This design comes from an exercise in tuning for small area, a short achievable clock period and few clock cycles per item on the open sky130 flow, not from production work.
Function was checked by simulation only, so behaviour that the tests miss may differ from the original.
Power is estimated from default activity; no workload was simulated.

==> module deque_top, before the edit <==
module deque_top (
	input  logic        clk,
	input  logic        arst_n,
	input  logic        req_valid,
	output logic        req_ready,
	input  logic [2:0]  req_cmd,
	input  logic [31:0] req_value,
	output logic        rsp_valid,
	input  logic        rsp_ready,
	output logic [1:0]  rsp_status,
	output logic [31:0] rsp_popped,
	output logic [31:0] rsp_front,
	output logic [31:0] rsp_rear,
	output logic [4:0]  rsp_occupancy,
	output logic        rsp_empty,
	output logic        rsp_full
);
	localparam int RN = 14;    
	localparam int DW = 32;
	logic [4:0]    cnt_q;
	logic          empty_q, n1_q, n2_q;    
	logic [3:0]    rp_h_q, rp_t_q;      
	logic [DW-1:0] ring_q [RN];
	logic [DW-1:0] front_q, rear_q;
	logic          rsp_valid_q;
	logic [1:0]    status_q;
	logic [DW-1:0] popped_q;
	logic          slot_free, run;
	logic [2:0]    cmd;
	logic [DW-1:0] value;
	assign slot_free = !rsp_valid_q || rsp_ready;
	assign req_ready = slot_free;
	assign run       = req_valid && slot_free;
	assign cmd       = req_cmd;
	assign value     = req_value;
	logic is_push, is_pop, at_rear;
	assign is_push = (cmd[2:1] == 2'b00);
	assign is_pop  = (cmd[2:1] == 2'b01);
	assign at_rear = cmd[0];
	logic n1, n2, n3, ge2, full;
	assign n1   = n1_q;
	assign n2   = n2_q;
	assign n3   = (cnt_q == 5'd3);
	assign full = cnt_q[4];
	assign ge2  = !empty_q && !n1;
	logic push_ok, pop_ok, ring_push, ring_pop;
	assign push_ok   = is_push && !full;
	assign pop_ok    = is_pop && !empty_q;
	assign ring_push = push_ok && ge2;
	assign ring_pop  = pop_ok && ge2 && !n2;
	logic [3:0] h_prev, h_next, t_prev, t_next;
	assign h_prev = (rp_h_q == 4'd0)       ? 4'(RN - 1) : rp_h_q - 4'd1;
	assign h_next = (rp_h_q == 4'(RN - 1)) ? 4'd0       : rp_h_q + 4'd1;
	assign t_prev = (rp_t_q == 4'd0)       ? 4'(RN - 1) : rp_t_q - 4'd1;
	assign t_next = (rp_t_q == 4'(RN - 1)) ? 4'd0       : rp_t_q + 4'd1;
	logic [DW-1:0] near_w, far_w;
	assign near_w = at_rear ? rear_q : front_q;
	assign far_w  = at_rear ? front_q : rear_q;
	logic [DW-1:0] pop_w;
	logic [RN-1:0] h_oh, t_oh, rsel;
	always_comb begin
		for (int i = 0; i < RN; i++) begin
			h_oh[i] = !n2 && (rp_h_q == 4'(i));
			t_oh[i] = !n2 && (rp_t_q == 4'(i));
		end
		rsel  = at_rear ? t_oh : h_oh;
		pop_w = far_w & {DW{n2}};
		for (int i = 0; i < RN; i++)
			pop_w = pop_w | (ring_q[i] & {DW{rsel[i]}});
	end
	logic [DW-1:0] end_d;
	always_comb begin
		if (is_push)
			end_d = value;
		else if (pop_ok && ge2)
			end_d = pop_w;
		else
			end_d = '0;
	end
	logic front_ld, rear_ld;
	assign front_ld = empty_q || (push_ok && !at_rear) || (pop_ok && (!at_rear || n1));
	assign rear_ld  = empty_q || (push_ok && at_rear)  || (pop_ok && (at_rear || n1));
	logic [4:0] cnt_d;
	always_comb begin
		cnt_d = cnt_q;
		if (push_ok)
			cnt_d = cnt_q + 5'd1;
		if (pop_ok)
			cnt_d = cnt_q - 5'd1;
	end
	always_ff @(posedge clk or negedge arst_n) begin
		if (!arst_n) begin
			cnt_q       <= '0;
			empty_q     <= 1'b1;
			n1_q        <= 1'b0;
			n2_q        <= 1'b0;
			rp_h_q      <= 4'd0;
			rp_t_q      <= 4'(RN - 1);
			rsp_valid_q <= 1'b0;
		end else begin
			if (run) begin
				cnt_q   <= cnt_d;
				empty_q <= (n1 && pop_ok) || (empty_q && !push_ok);
				n1_q    <= (empty_q && push_ok) || (n2 && pop_ok) || (n1 && !push_ok && !pop_ok);
				n2_q    <= (n1 && push_ok) || (n3 && pop_ok) || (n2 && !push_ok && !pop_ok);
				if (ring_push && !at_rear)
					rp_h_q <= h_prev;
				if (ring_pop && !at_rear)
					rp_h_q <= h_next;
				if (ring_push && at_rear)
					rp_t_q <= t_next;
				if (ring_pop && at_rear)
					rp_t_q <= t_prev;
			end
			if (slot_free)
				rsp_valid_q <= run;
		end
	end
	always_ff @(posedge clk) begin
		if (run && front_ld)
			front_q <= end_d;
		if (run && rear_ld)
			rear_q <= end_d;
		if (run) begin
			popped_q <= near_w & {DW{pop_ok}};
			status_q <= {is_pop && empty_q, is_push && full};
		end
	end
	logic [RN-1:0] we;
	always_comb begin
		for (int i = 0; i < RN; i++)
			we[i] = !full && (h_prev == 4'(i) || t_next == 4'(i));
	end
	for (genvar i = 0; i < RN; i++) begin : g_ring
		always_ff @(posedge clk) begin
			if (we[i])
				ring_q[i] <= near_w;
		end
	end
	assign rsp_valid     = rsp_valid_q;
	assign rsp_status    = status_q;
	assign rsp_popped    = popped_q;
	assign rsp_front     = front_q;
	assign rsp_rear      = rear_q;
	assign rsp_occupancy = cnt_q;
	assign rsp_empty     = empty_q;
	assign rsp_full      = full;
endmodule
Settings: LEC_CHECK=0, CAP_MARGIN=20, CORE_MARGIN=2, CORE_UTILIZATION=45, SETUP_SLACK_MARGIN=2.5, SLEW_MARGIN=20, TNS_END_PERCENT=0; clock period 5.0 ns.
standard.sh (not shown) runs the stock make flow with config.mk's settings and CLKGATE_MAP_FILE= SYNTH_SCRIPT=/design/flow/synth_recipe.tcl, a recipe that flattens the netlist after the stock synthesis.
==> flow/flow/run.sh <==
#!/bin/bash
# Layout flow: the standard ORFS flow, with plain buf_2 cells as the
# port buffers instead of the delay cells buffer_ports picks by itself.
set -euo pipefail
cd "$(dirname "$0")/.."
export BUFFER_PORTS_ARGS="-buffer_cell sky130_fd_sc_hd__buf_2"
bash standard.sh finish > flow_standard.log 2>&1
Testbench counts at the start, summed over its fixed seeds: cycles 48,008, commands 48,000.
Then changed:
--- a/flow/design.v
+++ b/flow/design.v
@@ -160,8 +160,13 @@
 		end
 	end
-	logic [RN-1:0] we;
+	logic          room;
+	logic [RN-1:0] wsel_h, wsel_t, we;
+	assign room = ge2 && !full;
 	always_comb begin
-		for (int i = 0; i < RN; i++)
-			we[i] = !full && (h_prev == 4'(i) || t_next == 4'(i));
+		for (int i = 0; i < RN; i++) begin
+			wsel_h[i] = room && (h_prev == 4'(i));
+			wsel_t[i] = room && (t_next == 4'(i));
+			we[i]     = run && is_push && (at_rear ? wsel_t[i] : wsel_h[i]);
+		end
 	end
 	for (genvar i = 0; i < RN; i++) begin : g_ring
After rerunning: The new run completed with no timing, DRC or antenna violations. Core utilization goes up by 1.5 points. Sequential power goes up by about 1%. Routed wire length rises by 5.2%. Worst setup slack is better by 170 ps. Clock power stays flat. Final cell count came out higher by 6.8%. Synthesized cell count came out higher by 7.7%. Global-route usage hardly moves. Count of clock-buffer cells in the layout fell by 2. First-iteration DRC count came out lower by 12%. Flip-flop and latch count does not change. Hold slack degrades by 37 ps. Via count rises by 4.8%. Final area climbs by 5.2%.
Testbench counts after the change, summed over its fixed seeds: cycles 48,008, commands 48,000.

==> re-timing with driven ports <==
No port has a modelled driver above. Below, the same layouts with a new extraction and two added sets of constraints. Step 1 (the two cells are an assumption about what drives the block):
set clk [get_ports {clk}]
set_driving_cell -lib_cell sky130_fd_sc_hd__clkbuf_16 $clk
set_driving_cell -lib_cell sky130_fd_sc_hd__buf_2 [delete_from_list [all_inputs] $clk]
Step 2 times the ports against the registers' clock, not the clock port: input delays grow and output delays shrink by t, the midpoint of the rising clock arrivals with the driver on. a / b / c = ideal ports / drivers / drivers and shift; a / b = the first two.
run	t (ns)	setup slack, ns	worst slew at a driven data input, ns
the first run	0.654	2.133 / 2.142 / 1.497	0.04
the second run	0.667	2.302 / 2.179 / 1.512	0.22
After both steps every run listed still meets setup and hold. The setup slack of the second run, which loses most, moves by -0.123 ns with the drivers and by -0.790 ns with both steps.
